Context: an optimization exercise on an open-source flow, tuned for small area, a short achievable clock period and few clock cycles per item. The choices shown serve that exercise and are no tape-out recipe. Only simulation tests tie the RTL to the original design; equivalence was not proved.

## flow/design.v (module list and top-level ports; edited modules follow where they fit)
// module anc_sequencer: 38 lines
// module anc_ref_delay_line: 61 lines
// module anc_weight_bank: 24 lines
// module anc_update_lane: 491 lines
// module anc_filter_lane: 687 lines
// module anc_channel: 63 lines
// module anc_top: 81 lines
module anc_top
(
    input  logic                clk,
    input  logic                rstn,
    input  logic                head_flag,
    input  anc_pkg::frame_in_t  frame,
    output anc_pkg::sample_t    dout,
    output logic                frame_done
);
  // ...
==> flow/flow/run.sh <==
#!/bin/bash
set -euo pipefail
bash standard.sh SETUP_SLACK_MARGIN=8.5 finish > run_make.log 2>&1
==> flow/standard.sh <==
#!/bin/bash
# synth_recipe.tcl (not shown) runs the flow's synth.tcl, then flattens the netlist and writes it again
# the make line also repeats each setting of config.mk as NAME=value (left out here)
make -C /OpenROAD-flow-scripts/flow DESIGN_CONFIG=/design/flow/config.mk WORK_HOME=/design/flow/orfs CLKGATE_MAP_FILE= SYNTH_SCRIPT=/design/flow/synth_recipe.tcl "${@:-finish}"
==> flow/config.mk <==
export PLATFORM = sky130hd
export DESIGN_NAME = anc_top
export DESIGN_NICKNAME = anc_top
export VERILOG_FILES = /design/flow/design.v
export SDC_FILE = /design/flow/constraint.sdc
export NUM_CORES = 4
export LEC_CHECK = 0
export CAP_MARGIN = 20
export CORE_MARGIN = 2
export CORE_UTILIZATION = 40
export SLEW_MARGIN = 20
==> flow/constraint.sdc <==
create_clock -name core_clock -period 13.0 [get_ports {clk}]
set_input_delay 2.6000 -clock core_clock [delete_from_list [all_inputs] [get_ports {clk}]]
set_output_delay 2.6000 -clock core_clock [all_outputs]
set_load 0.01 [all_outputs]
==> run_results.csv, run 1 <==
group,metric,value,unit
grt,met3_usage,7.48,%
grt,grt_pass1_vias,38600,
final_layout,clock_area_share,4.92,%
synth,yosysUniqueCellTypes,67,
sta,drv_slew,0,
min_path,hold_start,"i_channel_b.i_weight_bank.s[2][2]$_DFF_P_",
floorplan,num_rows,129,
final_layout,buffers,404,
synth,synth_top_area_share,20.4,%
grt,antenna_found_initial,6,
status,outcome,"timing/DRC/antenna clean",
worst_setup_path,cp_slowest_stage_delay,0.56,ns
sta,tightest_slew,0.957,ns
sta,timing.final.ws_setup,7.46,ns
sta,finalCriticalPeriod,5.54,ns
final_layout,clkbuf_count,114,
detailed_routing,drtPass1Iterations,6,
grt,use_met1,31.8,%
floorplan,fp.coreArea,0.124,mm^2
detailed_routing,met2WireLength,70.4,mm
floorplan,start_util,40.3,%
synth,muxShareOfSynthArea,0.484,%
worst_setup_path,r2r_end,"i_channel_a.err[9]$_DFFE_PN0N_",
detailed_routing,dr_wl_met3,16.8,mm
clock_tree,clock-sinks,811,
final_layout,multi_input_area_share,50.1,%
sta,fin_crit_sh,42.6,%
worst_setup_path,crit_path_end_kind,"flip-flop",
final_layout,layout.cells.non_filler,6925,
synth,async_flop_share,37.4,%
final_layout,fillers,10900,
clock_tree,worstSkewPairLatency,0.70,ns
worst_setup_path,crit_type,"flip-flop to flip-flop",
placement,post_dp_cell_area,0.0527,mm^2
worst_setup_path,cp_max_fo,7,
Testbench counts, summed over its fixed seeds: cycles 28,792, frames 3,200.
==> run 2, diff against run 1 <==
==> flow/run.sh (new file) <==
#!/bin/bash
# synth_recipe.tcl (not shown) runs the flow's synth.tcl, then flattens the netlist and writes it again
# the make line also repeats each setting of config.mk as NAME=value (left out here)
make -C /OpenROAD-flow-scripts/flow DESIGN_CONFIG=/design/flow/config.mk WORK_HOME=/design/flow/orfs CLKGATE_MAP_FILE= SYNTH_SCRIPT=/design/flow/synth_recipe.tcl finish
removed: flow/flow/run.sh
removed: flow/standard.sh
==> run_results.csv, run 2 <==
group,metric,value,unit
sta,hold_viol_final,0,
run,maxCapViolations,0,
synth,yosysTopAreaCell,"dfxtp_1",
floorplan,die_w,357,um
synth,synth_area_per_cell,9.95,um^2
floorplan,die_h,357,um
floorplan,dieArea,0.128,mm^2
clock_tree,clock-sinks,811,
grt,grt_first_pass_wirelength,210,mm
clock_tree,numCtsBuffers,88,
grt,track_usage,21.2,%
final_layout,top_regs,"i_channel_a.i_weight_bank.s x240, i_channel_b.i_weight_bank.s x240, i_ref_delay_line.q x112",
detailed_routing,avgViaCountPerCell,5.21,
placement,gp_congestion,0.908,
status,outcome,"timing/DRC/antenna clean",
final_layout,final_nets,5645,
detailed_routing,drc_errors,0,
sta,final-setup-viol-count,0,
detailed_routing,totalWireLength,133,mm
floorplan,start_util,40.3,%
placement,port_buffers,59,
sta,finalClockSkew,0.0589,ns
clock_tree,worstSkewPairLatency,0.70,ns
grt,grt_pass1_vias,35800,
sta,rsz0062_at_grt,"false",
synth,synth_top_area_share,20.4,%
sta,tightest_slew,1.06,ns
worst_setup_path,worst_ep_required_time,13.58,ns
synth,syn_nets,5733,
worst_setup_path,crit_path_end_kind,"flip-flop",
clock_tree,cts_tree,"done",
sta,finalCriticalPeriod,7.04,ns
detailed_routing,dr_total_vias,34600,
floorplan,fp.coreArea,0.124,mm^2
placement,place_hpwl,91.1,mm
synth,yosysUniqueCellTypes,67,
grt,grt_overflow,0,
grt,antenna_found_initial,4,
synth,synth_seq_area_share,35.6,%
worst_setup_path,crit_type,"flip-flop to flip-flop",
clock_tree,clk_pin_slew,0.06,ns
clock_tree,post_cts_buffers,0,
sta,fin_crit_sh,54.2,%
clock_tree,htree_num_levels,3,
floorplan,io_pins,60,
synth,syn_inst,5018,
min_path,hold_start,"i_channel_a.i_weight_bank.s[6][29]$_DFF_P_",
synth,synth_edf_count,0,
clock_tree,root_buffer,"clkbuf_16",
floorplan,num_rows,129,
synth,yosys-top-cells-area,"dfxtp_1, fa_1, dfrtp_1",
final_layout,layout_common_cells,"inv_1, xnor2_1, dfxtp_1, a22oi_1, nand2_1",
synth,syn-cell-area,0.0499,mm^2
grt,grt_max_degree,102,
min_path,hold_class,"flip-flop to flip-flop",
synth,synth_commonest_cells,"inv_1, xnor2_1, dfxtp_1, a22oi_1, nand2_1",
sta,drv_slew,0,
worst_setup_path,regToRegStartpoint,"i_ref_delay_line.bn[0]$_DFF_PN0_",
detailed_routing,post_drt_wl_per_cell,20.0,um
min_path,min_to,"i_channel_a.i_weight_bank.s[5][29]$_DFF_P_",
sta,relSlewSlack,29.3,%
final_layout,final_common_cell,"inv_1",
clock_tree,cts_resized,0,
worst_setup_path,arrival,7.62,ns
sta,fmax,0.142,GHz
worst_setup_path,cp_max_fo,47,
final_layout,layout-drive-gt1-share,5.31,%
synth,yosys_warnings,7,
min_path,holdPathStages,0,
clock_tree,post_cts_hold_buffer_count,0,
synth,yosys_most_used_dff,"dfxtp_1",
detailed_routing,drt_iter0_drc,2964,
final_layout,fillers,11800,
worst_setup_path,rr_worst_depth,18,
clock_tree,ctsLongestPathBuffers,3,
worst_setup_path,r2r_end,"i_channel_b.i_weight_bank.tail[25]$_DFF_PN0_",
sta,finalSetupTns,0,ns
sta,fin_hold_ws,0.287,ns
detailed_routing,final_antenna_net_count,0,
final_layout,area_growth,10.2,%
worst_setup_path,r2r_slack,5.96,ns
final_layout,fin_util,44.4,%
synth,yosysMostFrequentCell,"inv_1",
worst_setup_path,critPathLaunchType,"flip-flop",
detailed_routing,drtPass1Iterations,5,
synth,async_flop_share,37.4,%
synth,yosys_register_bits,811,
## run 2: changes by cell type in the layout (fill, tap and decap cells not counted), sizes merged
cell	delta
clkbuf	-2
and2	-1
bufinv	-2
clkinvlp	-1
diode	-3
clkinv	-6
buf	-240
inv	+7
bufbuf	-34
## run 2: worst max-delay path by stage
| stage | to | startpoint | slack, ns |
|---|---|---|---|
| floorplan | i_channel_a.err[12]$_DFFE_PN0N_ | i_ref_delay_line.bn[1]$_DFF_PN0_ | 7.05 |
| global placement | i_channel_b.i_weight_bank.tail[25]$_DFF_PN0_ | i_ref_delay_line.bn[0]$_DFF_PN0_ | 6.20 |
| detailed placement | i_channel_b.i_weight_bank.tail[25]$_DFF_PN0_ | i_ref_delay_line.bn[0]$_DFF_PN0_ | 6.08 |
| CTS | i_channel_b.i_weight_bank.tail[25]$_DFF_PN0_ | i_ref_delay_line.bn[0]$_DFF_PN0_ | 6.03 |
| global route | i_channel_b.i_weight_bank.tail[25]$_DFF_PN0_ | i_ref_delay_line.bo[0]$_DFF_PN0_ | 5.58 |
| finish | i_channel_b.i_weight_bank.tail[25]$_DFF_PN0_ | i_ref_delay_line.bn[0]$_DFF_PN0_ | 5.96 |
## run 2: metrics by stage
| step | instance area (um^2) | cells | setup WS (ns) |
|---|---|---|---|
| final | 55000 | 6643 | 5.96 |
| after global routing | 55000 | 6642 | 5.58 |
| after CTS | 55000 | 6642 | 6.03 |
| after detailed placement | 52000 | 6477 | 6.08 |
| after global placement | 52000 | 6477 | 6.20 |
| after floorplan | 49900 | 5018 | 7.05 |
## run 2: worst max-delay path, cell delays in order, from the launching register on
cell and delay [ns]:
dfrtp_4 0.93, buf_4 0.78, xnor2_1 0.18, ha_1 0.32
inv_1 0.05, fa_1 0.55, fa_1 0.44, fa_1 0.51
inv_1 0.04, ha_1 0.29, and4_1 0.22, nand3_1 0.08
o21ai_0 0.34, o41a_1 0.21, a41oi_1 0.32, o41ai_1 1.02
o21a_1 0.26, o21ai_0 0.09, a31oi_1 0.17
## run 2: final cells by class
class	instances	area, um^2	area share [%]
Tap cell	1637	2050	3.72
Clock buffer	117	2500	4.54
Sequential cell	811	17800	32.4
Timing Repair Buffer	125	1090	1.98
Antenna cell	1	2.50	0.00455
Multi-Input combinational cell	3146	28200	51.3
Inverter	758	2850	5.17
Clock inverter	48	503	0.914
## run 2: cells by family (layout without fill, tap and decap cells)
logic type	count (synthesis)	after routing	share of synthesized area [%]
xor+xnor	696	696	12.2
flops	811	811	35.6
fa+ha+maj	670	670	23.2
buf+inv	1061	1048	7.98
mux	23	23	0.484
simple gates	815	815	7.33
other cells	0	1	0
compound gates	942	942	13.2
## run 2: routing by layer
metal  share of wire, %  routed length [um]  track usage, %  vias up
met4                3.8                5090            7.91        2
met2                 46               61000            34.1     1212
met1                 43               57600            28.6    17200
met5             0.0098                  13               0        -
met3                7.2                9530            3.60      282
li1                   -                   -               -    15900

-- afterwards: timing with drivers on the ports --
Ports are ideal in the flow. The routed layouts listed here were re-timed in OpenROAD.
Step 1 (the two cells are an assumption about what drives the block):
set clk [get_ports {clk}]
set_driving_cell -lib_cell sky130_fd_sc_hd__clkbuf_16 $clk
set_driving_cell -lib_cell sky130_fd_sc_hd__buf_2 [delete_from_list [all_inputs] $clk]
Step 2 times the ports against the registers' clock, not the clock port: input delays grow and output delays shrink by t, the midpoint of the rising clock arrivals with the driver on.
Slacks: no drivers / after step 1 / after step 2; pairs: no drivers / after step 1.
run	t, ns	setup slack, ns	worst setup path at the end	pins driven straight from the clock port
run 1	0.776	7.456 / 7.456 / 7.456	register to register	1
run 2	0.740	5.960 / 5.960 / 5.960	register to register	1
After both steps every run listed still meets setup and hold.
